Background: an optimization exercise with open tools, aiming at small area. Do not read the settings as production practice.
The RTL was checked by simulation tests, not by an equivalence proof against the original design.

==> job 4380: inputs <==
==> flow/design.v (excerpt) <==
module viterbi_decoder (
  input  logic                       clk,
  input  logic                       sys_rst,
  input  viterbi_pkg::soft_t         soft_i,
  input  logic                       soft_valid_i,
  output logic                       soft_ready_o,
  output viterbi_pkg::decision_vec_t decisions_o,
  output logic                       decision_valid_o,
  output viterbi_pkg::metric_t       state0_metric_o,
  output logic                       normalized_o
);
  viterbi_pkg::soft_t          sym_i;
  logic                        q_accept;
  viterbi_pkg::branch_metric_t metric_00;
  viterbi_pkg::branch_metric_t metric_01;
  viterbi_pkg::branch_metric_t metric_10;
  viterbi_pkg::branch_metric_t metric_11;
  logic                        first_q;
  logic                        second_q;
  symbol_pair_collector u_symbol_pair_collector (
    .clk          (clk),
    .sys_rst      (sys_rst),
    .soft_i       (soft_i),
    .soft_valid_i (soft_valid_i),
    .soft_ready_o (soft_ready_o),
    .sym_i_o      (sym_i),
    .q_accept_o   (q_accept)
  );
  branch_metric_unit u_branch_metric_unit (
    .clk         (clk),
    .sym_i_i     (sym_i),
    .sym_q_i     (soft_i),
    .load_i      (q_accept),
    .metric_00_o (metric_00),
    .metric_01_o (metric_01),
    .metric_10_o (metric_10),
    .metric_11_o (metric_11)
  );
  always_ff @(posedge clk) begin
    if (sys_rst) begin
      first_q <= 1'b0;
      second_q <= 1'b0;
      decision_valid_o <= 1'b0;
    end else begin
      first_q <= q_accept;
      second_q <= first_q;
      decision_valid_o <= second_q;
    end
  end
  trellis_array u_trellis_array (
    .clk             (clk),
    .sys_rst         (sys_rst),
    .metric_00_i     (metric_00),
    .metric_01_i     (metric_01),
    .metric_10_i     (metric_10),
    .metric_11_i     (metric_11),
    .first_i         (first_q),
    .second_i        (second_q),
    .decisions_o     (decisions_o),
    .state0_metric_o (state0_metric_o),
  ...
==> module branch_metric_unit, before the edit <==
module branch_metric_unit (
  input  logic                        clk,
  input  viterbi_pkg::soft_t          sym_i_i,
  input  viterbi_pkg::soft_t          sym_q_i,
  input  logic                        load_i,
  output viterbi_pkg::branch_metric_t metric_00_o,
  output viterbi_pkg::branch_metric_t metric_01_o,
  output viterbi_pkg::branch_metric_t metric_10_o,
  output viterbi_pkg::branch_metric_t metric_11_o
);
  viterbi_pkg::soft_t i_one;
  viterbi_pkg::soft_t q_one;
  assign i_one = viterbi_pkg::SOFT_MAX - sym_i_i;
  assign q_one = viterbi_pkg::SOFT_MAX - sym_q_i;
  always_ff @(posedge clk) begin
    if (load_i) begin
      metric_00_o <= viterbi_pkg::branch_metric_t'(sym_i_i) + viterbi_pkg::branch_metric_t'(sym_q_i);
      metric_01_o <= viterbi_pkg::branch_metric_t'(i_one) + viterbi_pkg::branch_metric_t'(sym_q_i);
      metric_10_o <= viterbi_pkg::branch_metric_t'(sym_i_i) + viterbi_pkg::branch_metric_t'(q_one);
      metric_11_o <= viterbi_pkg::branch_metric_t'(i_one) + viterbi_pkg::branch_metric_t'(q_one);
    end else begin
      metric_00_o <= metric_11_o;
      metric_01_o <= metric_10_o;
      metric_10_o <= metric_01_o;
      metric_11_o <= metric_00_o;
    end
  end
endmodule
Settings: LEC_CHECK=0, CAP_MARGIN=20, CORE_MARGIN=2, CORE_UTILIZATION=40, SLEW_MARGIN=20; clock period 7.0 ns.
run.sh (not shown) runs the stock make flow with config.mk's settings and CLKGATE_MAP_FILE= SYNTH_SCRIPT=/design/flow/synth_recipe.tcl, a recipe that flattens the netlist after the stock synthesis.
==> inputs of job 8480, as changes to job 4380 <==
--- a/flow/design.v
+++ b/flow/design.v
@@ -156,5 +156,5 @@
   viterbi_pkg::soft_t i_one;
-  viterbi_pkg::soft_t q_one;
   assign i_one = viterbi_pkg::SOFT_MAX - sym_i_i;
-  assign q_one = viterbi_pkg::SOFT_MAX - sym_q_i;
+  assign metric_11_o = ~metric_00_o - 1'b1;
+  assign metric_10_o = ~metric_01_o - 1'b1;
   always_ff @(posedge clk) begin
@@ -163,4 +163,2 @@
       metric_01_o <= viterbi_pkg::branch_metric_t'(i_one) + viterbi_pkg::branch_metric_t'(sym_q_i);
-      metric_10_o <= viterbi_pkg::branch_metric_t'(sym_i_i) + viterbi_pkg::branch_metric_t'(q_one);
-      metric_11_o <= viterbi_pkg::branch_metric_t'(i_one) + viterbi_pkg::branch_metric_t'(q_one);
     end else begin
@@ -168,4 +166,2 @@
       metric_01_o <= metric_10_o;
-      metric_10_o <= metric_01_o;
-      metric_11_o <= metric_00_o;
     end
--- a/flow/config.mk
+++ b/flow/config.mk
@@ -9,3 +9,4 @@
 export CORE_MARGIN = 2
-export CORE_UTILIZATION = 40
+export CORE_UTILIZATION = 65
+export CTS_BUF_LIST = sky130_fd_sc_hd__clkbuf_8
 export SLEW_MARGIN = 20
==> qor summary <==
Result of the run: job 4380 no timing/DRC/antenna violations; job 8480 no timing/DRC/antenna violations
FF/Latch Area: job 4380 27900 um2; job 8480 27500 um2
Nets: job 4380 7775; job 8480 7814
Number of synthesized flops with an enable pin: job 4380 40; job 8480 42
Area share of xor/xnor cells in the synthesized design: job 4380 2.00%; job 8480 2.12%
Inverters: job 4380 555; job 8480 631
CP max stage cell: job 4380 fa_1; job 8480 fa_2
DIE AREA: job 4380 180000 um2; job 8480 109000 um2
Seq Cell Count: job 4380 1369; job 8480 1351
Critical Path Fanout Max: job 4380 7; job 8480 16
Non-clock buffer contribution to total cell area: job 4380 3.53%; job 8480 4.41%
Share of the core filled with cells: job 4380 46.1%; job 8480 74.8%
Count of filler cells inserted in the layout: job 4380 16300; job 8480 7445
Last weighted congestion value of the routability-driven placer: job 4380 0.947; job 8480 1.02

========
==> inputs of trial 57 <==
viterbi_decoder, a different RTL version from the one above (not shown whole).
==> module trellis_array, before the edit <==
module trellis_array (
  input  logic                        clk,
  input  logic                        sys_rst,
  input  viterbi_pkg::branch_metric_t metric_00_i,
  input  viterbi_pkg::branch_metric_t metric_01_i,
  input  viterbi_pkg::branch_metric_t metric_10_i,
  input  viterbi_pkg::branch_metric_t metric_11_i,
  input  logic                        first_i,       
  input  logic                        second_i,      
  input  logic                        clear_i,       
  output viterbi_pkg::decision_vec_t  decisions_o,
  output viterbi_pkg::metric_t        state0_metric_o,
  output logic                        normalized_o
);
  localparam int PM_W  = viterbi_pkg::PM_W;
  localparam int HALF  = viterbi_pkg::NUM_STATES / 2;
  logic [viterbi_pkg::NUM_STATES*PM_W-1:0] path_metrics;
  logic [HALF*PM_W-1:0]                    first_half;
  logic [viterbi_pkg::NUM_STATES-1:0]      msb;
  logic [viterbi_pkg::NUM_STATES-1:0]      msb2;
  logic [viterbi_pkg::HI_W-1:0]            state0_hi;
  viterbi_pkg::branch_metric_t branch [4];
  assign branch[0] = metric_00_i;
  assign branch[1] = metric_01_i;
  assign branch[2] = metric_10_i;
  assign branch[3] = metric_11_i;
  for (genvar k = 0; k < HALF; k++) begin : g_unit
    localparam viterbi_pkg::state_t N = viterbi_pkg::state_t'(k);
    localparam viterbi_pkg::state_t P0 = N << 1;
    localparam viterbi_pkg::state_t P1 = P0 | viterbi_pkg::state_t'(1);
    localparam logic [1:0] CODE_P0 = viterbi_pkg::expected_code(P0, 1'b0);
    localparam logic [1:0] CODE_P1 = viterbi_pkg::expected_code(P1, 1'b0);
    viterbi_pkg::pm_t acs_metric;
    viterbi_pkg::pm_t next_metric;
    logic             decision;
    acs_unit u_acs_unit (
      .metric_p0_i   (path_metrics[P0*PM_W +: PM_W]),
      .metric_p1_i   (path_metrics[P1*PM_W +: PM_W]),
      .branch_p0_i   (branch[CODE_P0]),
      .branch_p1_i   (branch[CODE_P1]),
      .next_metric_o (acs_metric),
      .decision_o    (decision)
    );
    assign next_metric = clear_i ? '0 : acs_metric;
    always_ff @(posedge clk) begin
      first_half[k*PM_W +: PM_W] <= next_metric;
      decisions_o[k+HALF] <= decision;
      if (first_i) begin
        decisions_o[k] <= decision;
      end
    end
    always_ff @(posedge clk) begin
      if (second_i || clear_i) begin
        path_metrics[k*PM_W +: PM_W] <= first_half[k*PM_W +: PM_W];
        path_metrics[(k+HALF)*PM_W +: PM_W] <= next_metric;
      end
    end
  end
  for (genvar n = 0; n < viterbi_pkg::NUM_STATES; n++) begin : g_msb
    assign msb[n]  = path_metrics[n*PM_W + PM_W-1];
    assign msb2[n] = path_metrics[n*PM_W + PM_W-2];
  end
  metric_normalizer u_metric_normalizer (
    .clk              (clk),
    .sys_rst          (sys_rst),
    .msb_i            (msb),
    .msb2_i           (msb2),
    .state0_lo_i      (path_metrics[PM_W-1:0]),
    .state0_next_lo_i (first_half[PM_W-1:0]),
    .update_i         (second_i),
    .state0_hi_o      (state0_hi),
    .normalized_o     (normalized_o)
  );
  assign state0_metric_o = {state0_hi, path_metrics[PM_W-1:0]};
endmodule
==> module viterbi_decoder, before the edit <==
module viterbi_decoder (
  input  logic                       clk,
  input  logic                       sys_rst,
  input  viterbi_pkg::soft_t         soft_i,
  input  logic                       soft_valid_i,
  output logic                       soft_ready_o,
  output viterbi_pkg::decision_vec_t decisions_o,
  output logic                       decision_valid_o,
  output viterbi_pkg::metric_t       state0_metric_o,
  output logic                       normalized_o
);
  viterbi_pkg::soft_t          sym_i;
  logic                        q_accept;
  viterbi_pkg::branch_metric_t metric_00;
  viterbi_pkg::branch_metric_t metric_01;
  viterbi_pkg::branch_metric_t metric_10;
  viterbi_pkg::branch_metric_t metric_11;
  logic                        first_q;
  logic                        second_q;
  logic                        rst_q;
  logic                        clear;
  symbol_pair_collector u_symbol_pair_collector (
    .clk          (clk),
    .sys_rst      (sys_rst),
    .soft_i       (soft_i),
    .soft_valid_i (soft_valid_i),
    .soft_ready_o (soft_ready_o),
    .sym_i_o      (sym_i),
    .q_accept_o   (q_accept)
  );
  branch_metric_unit u_branch_metric_unit (
    .clk         (clk),
    .sym_i_i     (sym_i),
    .sym_q_i     (soft_i),
    .load_i      (q_accept),
    .metric_00_o (metric_00),
    .metric_01_o (metric_01),
    .metric_10_o (metric_10),
    .metric_11_o (metric_11)
  );
  always_ff @(posedge clk) begin
    if (sys_rst) begin
      first_q <= 1'b0;
      second_q <= 1'b0;
      decision_valid_o <= 1'b0;
    end else begin
      first_q <= q_accept;
      second_q <= first_q;
      decision_valid_o <= second_q;
    end
  end
  always_ff @(posedge clk) begin
    rst_q <= sys_rst;
  end
  assign clear = sys_rst | rst_q;
  trellis_array u_trellis_array (
    .clk             (clk),
    .sys_rst         (sys_rst),
    .metric_00_i     (metric_00),
    .metric_01_i     (metric_01),
    .metric_10_i     (metric_10),
    .metric_11_i     (metric_11),
    .first_i         (first_q),
    .second_i        (second_q),
    .clear_i         (clear),
    .decisions_o     (decisions_o),
    .state0_metric_o (state0_metric_o),
    .normalized_o    (normalized_o)
  );
endmodule
==> module metric_normalizer, before the edit <==
module metric_normalizer (
  input  logic                 clk,
  input  logic                 sys_rst,
  input  logic [viterbi_pkg::NUM_STATES-1:0] msb_i,      
  input  logic [viterbi_pkg::NUM_STATES-1:0] msb2_i,     
  input  viterbi_pkg::pm_t     state0_lo_i,              
  input  viterbi_pkg::pm_t     state0_next_lo_i,         
  input  logic                 update_i,
  output logic [viterbi_pkg::HI_W-1:0] state0_hi_o,      
  output logic                 normalized_o              
);
  localparam int PM_W = viterbi_pkg::PM_W;
  localparam int HI_W = viterbi_pkg::HI_W;
  logic [HI_W-1:0] hi_norm;
  logic [HI_W-1:0] hi_next;
  logic            near;
  logic            case_a;
  logic            case_b;
  logic            any_a;
  logic            any_b;
  logic            all_above;
  logic [PM_W:0]   lo_delta;
  assign near   = ~|state0_hi_o[HI_W-2:0];
  assign case_a = near & (state0_lo_i[PM_W-1:10] == 3'b000);
  assign case_b = near & ((state0_lo_i[PM_W-1:10] == 3'b001) | (state0_lo_i[PM_W-1:10] == 3'b010));
  assign any_a  = |msb_i;
  assign any_b  = |(msb_i & msb2_i);
  assign all_above = state0_hi_o[HI_W-1] & ~(case_a & any_a) & ~(case_b & any_b);
  assign hi_norm = {state0_hi_o[HI_W-1] & ~all_above, state0_hi_o[HI_W-2:0]};
  logic [PM_W:0]   bw;
  logic [HI_W:0]   hc;
  logic            wrap_up;
  logic            wrap_dn;
  always_comb begin
    bw[0] = 1'b1;
    for (int b = 0; b < PM_W; b++) begin
      bw[b+1] = (state0_next_lo_i[b] & ~state0_lo_i[b]) | (bw[b] & (state0_next_lo_i[b] | ~state0_lo_i[b]));
    end
    lo_delta[PM_W-1] = state0_next_lo_i[PM_W-1] ^ ~state0_lo_i[PM_W-1] ^ bw[PM_W-1];
    lo_delta[PM_W]   = ~bw[PM_W];
    lo_delta[PM_W-2:0] = '0;
    wrap_up = lo_delta[PM_W] & ~lo_delta[PM_W-1];
    wrap_dn = ~lo_delta[PM_W] & lo_delta[PM_W-1];
    hc[0] = wrap_up;
    for (int b = 0; b < HI_W; b++) begin
      hi_next[b] = hi_norm[b] ^ wrap_dn ^ hc[b];
      hc[b+1]    = (hi_norm[b] & wrap_dn) | (hc[b] & (hi_norm[b] ^ wrap_dn));
    end
  end
  always_ff @(posedge clk) begin
    if (sys_rst) begin
      state0_hi_o <= '0;
      normalized_o <= 1'b0;
    end else if (update_i) begin
      state0_hi_o <= hi_next;
      normalized_o <= all_above;
    end
  end
endmodule
==> module branch_metric_unit, before the edit <==
module branch_metric_unit (
  input  logic                        clk,
  input  viterbi_pkg::soft_t          sym_i_i,
  input  viterbi_pkg::soft_t          sym_q_i,
  input  logic                        load_i,
  output viterbi_pkg::branch_metric_t metric_00_o,
  output viterbi_pkg::branch_metric_t metric_01_o,
  output viterbi_pkg::branch_metric_t metric_10_o,
  output viterbi_pkg::branch_metric_t metric_11_o
);
  viterbi_pkg::soft_t i_one;
  assign i_one = ~sym_i_i;    
  always_comb begin
    for (int b = 0; b < viterbi_pkg::BM_W; b++) begin
      metric_11_o[b] = ~metric_00_o[b] ^ (&(metric_00_o | ~((9'd1 << b) - 9'd1)));
      metric_10_o[b] = ~metric_01_o[b] ^ (&(metric_01_o | ~((9'd1 << b) - 9'd1)));
    end
  end
  viterbi_pkg::branch_metric_t sum_00;
  viterbi_pkg::branch_metric_t sum_01;
  logic [8:0] cy_00;
  logic [8:0] cy_01;
  always_comb begin
    cy_00[0] = 1'b0;
    cy_01[0] = 1'b0;
    for (int b = 0; b < 8; b++) begin
      sum_00[b]  = sym_i_i[b] ^ sym_q_i[b] ^ cy_00[b];
      cy_00[b+1] = (sym_i_i[b] & sym_q_i[b]) | (cy_00[b] & (sym_i_i[b] ^ sym_q_i[b]));
      sum_01[b]  = i_one[b] ^ sym_q_i[b] ^ cy_01[b];
      cy_01[b+1] = (i_one[b] & sym_q_i[b]) | (cy_01[b] & (i_one[b] ^ sym_q_i[b]));
    end
    sum_00[8] = cy_00[8];
    sum_01[8] = cy_01[8];
  end
  always_ff @(posedge clk) begin
    if (load_i) begin
      metric_00_o <= sum_00;
      metric_01_o <= sum_01;
    end else begin
      metric_00_o <= metric_11_o;
      metric_01_o <= metric_10_o;
    end
  end
endmodule
Settings: LEC_CHECK=0, CAP_MARGIN=5, CORE_MARGIN=2, CORE_UTILIZATION=65, SETUP_SLACK_MARGIN=0.05, SLEW_MARGIN=5; clock period 7.0 ns.
standard.sh (not shown) runs the stock make flow with config.mk's settings and CLKGATE_MAP_FILE= SYNTH_SCRIPT=/design/flow/synth_recipe.tcl, a recipe that flattens the netlist after the stock synthesis.
==> flow/flow/run.sh <==
#!/bin/bash
# The standard layout, with one change: clock tree synthesis clusters up
# to 24 flip-flops under each clkbuf_16 leaf buffer and inserts no dummy
# loads. Everything else (synthesis, floorplan, power grid, placement,
# routing) is standard.sh unchanged. Its full output goes to standard.log.
set -euo pipefail
export CTS_ARGS="-sink_clustering_enable -repair_clock_nets -dont_use_dummy_load -buf_list sky130_fd_sc_hd__clkbuf_16 -sink_clustering_size 24 -sink_clustering_max_diameter 100"
bash standard.sh > standard.log 2>&1
==> build 98: changes against trial 57 <==
--- a/flow/design.v
+++ b/flow/design.v
@@ -207,7 +207,6 @@
   input  viterbi_pkg::branch_metric_t metric_01_i,
   input  viterbi_pkg::branch_metric_t metric_10_i,
   input  viterbi_pkg::branch_metric_t metric_11_i,
-  input  logic                        first_i,       
   input  logic                        second_i,      
   input  logic                        clear_i,       
   output viterbi_pkg::decision_vec_t  decisions_o,
@@ -247,9 +246,7 @@
     always_ff @(posedge clk) begin
       first_half[k*PM_W +: PM_W] <= next_metric;
       decisions_o[k+HALF] <= decision;
-      if (first_i) begin
-        decisions_o[k] <= decision;
-      end
+      decisions_o[k] <= decisions_o[k+HALF];
     end
     always_ff @(posedge clk) begin
       if (second_i || clear_i) begin
@@ -338,7 +335,6 @@
     .metric_01_i     (metric_01),
     .metric_10_i     (metric_10),
     .metric_11_i     (metric_11),
-    .first_i         (first_q),
     .second_i        (second_q),
     .clear_i         (clear),
     .decisions_o     (decisions_o),
==> flow/flow/run.sh (replaced) <==
#!/bin/bash
# The standard layout, with one change: clock tree synthesis clusters up
# to 27 flip-flops under each clkbuf_16 leaf buffer and inserts no dummy
# loads. Everything else (synthesis, floorplan, power grid, placement,
# routing) is standard.sh unchanged. Its full output goes to standard.log.
set -euo pipefail
export CTS_ARGS="-sink_clustering_enable -repair_clock_nets -dont_use_dummy_load -buf_list sky130_fd_sc_hd__clkbuf_16 -sink_clustering_size 27 -sink_clustering_max_diameter 100"
bash standard.sh > standard.log 2>&1
CORE_UTILIZATION = 70   (was 65)
==> trial 7: changes against trial 57 <==
--- a/flow/design.v
+++ b/flow/design.v
@@ -93,25 +93,13 @@
   assign any_b  = |(msb_i & msb2_i);
   assign all_above = state0_hi_o[HI_W-1] & ~(case_a & any_a) & ~(case_b & any_b);
   assign hi_norm = {state0_hi_o[HI_W-1] & ~all_above, state0_hi_o[HI_W-2:0]};
-  logic [PM_W:0]   bw;
-  logic [HI_W:0]   hc;
-  logic            wrap_up;
-  logic            wrap_dn;
+  assign lo_delta = {1'b0, state0_next_lo_i} - {1'b0, state0_lo_i};
   always_comb begin
-    bw[0] = 1'b1;
-    for (int b = 0; b < PM_W; b++) begin
-      bw[b+1] = (state0_next_lo_i[b] & ~state0_lo_i[b]) | (bw[b] & (state0_next_lo_i[b] | ~state0_lo_i[b]));
-    end
-    lo_delta[PM_W-1] = state0_next_lo_i[PM_W-1] ^ ~state0_lo_i[PM_W-1] ^ bw[PM_W-1];
-    lo_delta[PM_W]   = ~bw[PM_W];
-    lo_delta[PM_W-2:0] = '0;
-    wrap_up = lo_delta[PM_W] & ~lo_delta[PM_W-1];
-    wrap_dn = ~lo_delta[PM_W] & lo_delta[PM_W-1];
-    hc[0] = wrap_up;
-    for (int b = 0; b < HI_W; b++) begin
-      hi_next[b] = hi_norm[b] ^ wrap_dn ^ hc[b];
-      hc[b+1]    = (hi_norm[b] & wrap_dn) | (hc[b] & (hi_norm[b] ^ wrap_dn));
-    end
+    case (lo_delta[PM_W:PM_W-1])
+      2'b10:   hi_next = hi_norm + 1'b1;
+      2'b01:   hi_next = hi_norm - 1'b1;
+      default: hi_next = hi_norm;
+    endcase
   end
   always_ff @(posedge clk) begin
     if (sys_rst) begin
@@ -166,33 +154,17 @@
   output viterbi_pkg::branch_metric_t metric_11_o
 );
   viterbi_pkg::soft_t i_one;
-  assign i_one = ~sym_i_i;    
+  assign i_one = viterbi_pkg::SOFT_MAX - sym_i_i;
   always_comb begin
     for (int b = 0; b < viterbi_pkg::BM_W; b++) begin
       metric_11_o[b] = ~metric_00_o[b] ^ (&(metric_00_o | ~((9'd1 << b) - 9'd1)));
       metric_10_o[b] = ~metric_01_o[b] ^ (&(metric_01_o | ~((9'd1 << b) - 9'd1)));
     end
   end
-  viterbi_pkg::branch_metric_t sum_00;
-  viterbi_pkg::branch_metric_t sum_01;
-  logic [8:0] cy_00;
-  logic [8:0] cy_01;
-  always_comb begin
-    cy_00[0] = 1'b0;
-    cy_01[0] = 1'b0;
-    for (int b = 0; b < 8; b++) begin
-      sum_00[b]  = sym_i_i[b] ^ sym_q_i[b] ^ cy_00[b];
-      cy_00[b+1] = (sym_i_i[b] & sym_q_i[b]) | (cy_00[b] & (sym_i_i[b] ^ sym_q_i[b]));
-      sum_01[b]  = i_one[b] ^ sym_q_i[b] ^ cy_01[b];
-      cy_01[b+1] = (i_one[b] & sym_q_i[b]) | (cy_01[b] & (i_one[b] ^ sym_q_i[b]));
-    end
-    sum_00[8] = cy_00[8];
-    sum_01[8] = cy_01[8];
-  end
   always_ff @(posedge clk) begin
     if (load_i) begin
-      metric_00_o <= sum_00;
-      metric_01_o <= sum_01;
+      metric_00_o <= viterbi_pkg::branch_metric_t'(sym_i_i) + viterbi_pkg::branch_metric_t'(sym_q_i);
+      metric_01_o <= viterbi_pkg::branch_metric_t'(i_one) + viterbi_pkg::branch_metric_t'(sym_q_i);
     end else begin
       metric_00_o <= metric_11_o;
       metric_01_o <= metric_10_o;
==> flow/run.sh (new file) <==
#!/bin/bash
# synth_recipe.tcl (not shown) runs the flow's synth.tcl, then flattens the netlist and writes it again
# the make line also repeats each setting of config.mk as NAME=value (left out here)
make -C /OpenROAD-flow-scripts/flow DESIGN_CONFIG=/design/flow/config.mk WORK_HOME=/design/flow/orfs CLKGATE_MAP_FILE= SYNTH_SCRIPT=/design/flow/synth_recipe.tcl finish
CAP_MARGIN = 20   (was 5)
CTS_BUF_LIST = sky130_fd_sc_hd__clkbuf_8   (was unset)
SETUP_SLACK_MARGIN = 0.1   (was 0.05)
SLEW_MARGIN = 20   (was 5)
removed: flow/flow/run.sh
removed: flow/standard.sh
==> trial 10: changes against trial 57 <==
--- a/flow/design.v
+++ b/flow/design.v
@@ -207,7 +207,6 @@
   input  viterbi_pkg::branch_metric_t metric_01_i,
   input  viterbi_pkg::branch_metric_t metric_10_i,
   input  viterbi_pkg::branch_metric_t metric_11_i,
-  input  logic                        first_i,       
   input  logic                        second_i,      
   input  logic                        clear_i,       
   output viterbi_pkg::decision_vec_t  decisions_o,
@@ -247,9 +246,7 @@
     always_ff @(posedge clk) begin
       first_half[k*PM_W +: PM_W] <= next_metric;
       decisions_o[k+HALF] <= decision;
-      if (first_i) begin
-        decisions_o[k] <= decision;
-      end
+      decisions_o[k] <= decisions_o[k+HALF];
     end
     always_ff @(posedge clk) begin
       if (second_i || clear_i) begin
@@ -338,7 +335,6 @@
     .metric_01_i     (metric_01),
     .metric_10_i     (metric_10),
     .metric_11_i     (metric_11),
-    .first_i         (first_q),
     .second_i        (second_q),
     .clear_i         (clear),
     .decisions_o     (decisions_o),
GPL_ROUTABILITY_DRIVEN = 0   (was unset)
==> comparison <==
In count of clock-buffer cells in the layout, trial 57 and trial 10 do not differ. Die area: build 98 < trial 10 < trial 57 < trial 7. Core utilization, highest first: build 98, trial 7, trial 10, trial 57.

-- port drivers added, routing unchanged --
No port has a modelled driver above. Below, the same layouts with a new extraction and two added sets of constraints. Step 1 sets driving cells, clkbuf_16 on the clock port and buf_2 on the other inputs (assumed; they add their load-dependent delay and slew). Step 2 also shifts input and output timing later by t, the mid clock arrival at the registers, as if the neighbouring blocks saw the same clock. Slacks: ideal ports / drivers / drivers and shift; pairs: ideal ports / drivers.
run | t, ns | slack for setup (ns) | worst data-port slew with drivers (ns) | cell pins on the clock port's net
job 4380 | 0.889 | 0.238 / 0.238 / 0.238 | 0.05 | 1
job 8480 | 0.982 | 0.114 / 0.114 / 0.114 | 0.05 | 1
trial 57 | 0.730 | 0.137 / 0.137 / 0.137 | 0.04 | 1
build 98 | 0.774 | 0.147 / 0.147 / 0.147 | 0.05 | 1
trial 7 | 0.978 | 0.110 / 0.110 / 0.110 | 0.04 | 1
trial 10 | 0.738 | 0.127 / 0.127 / 0.127 | 0.04 | 1
After both steps setup and hold are still met in every run listed.
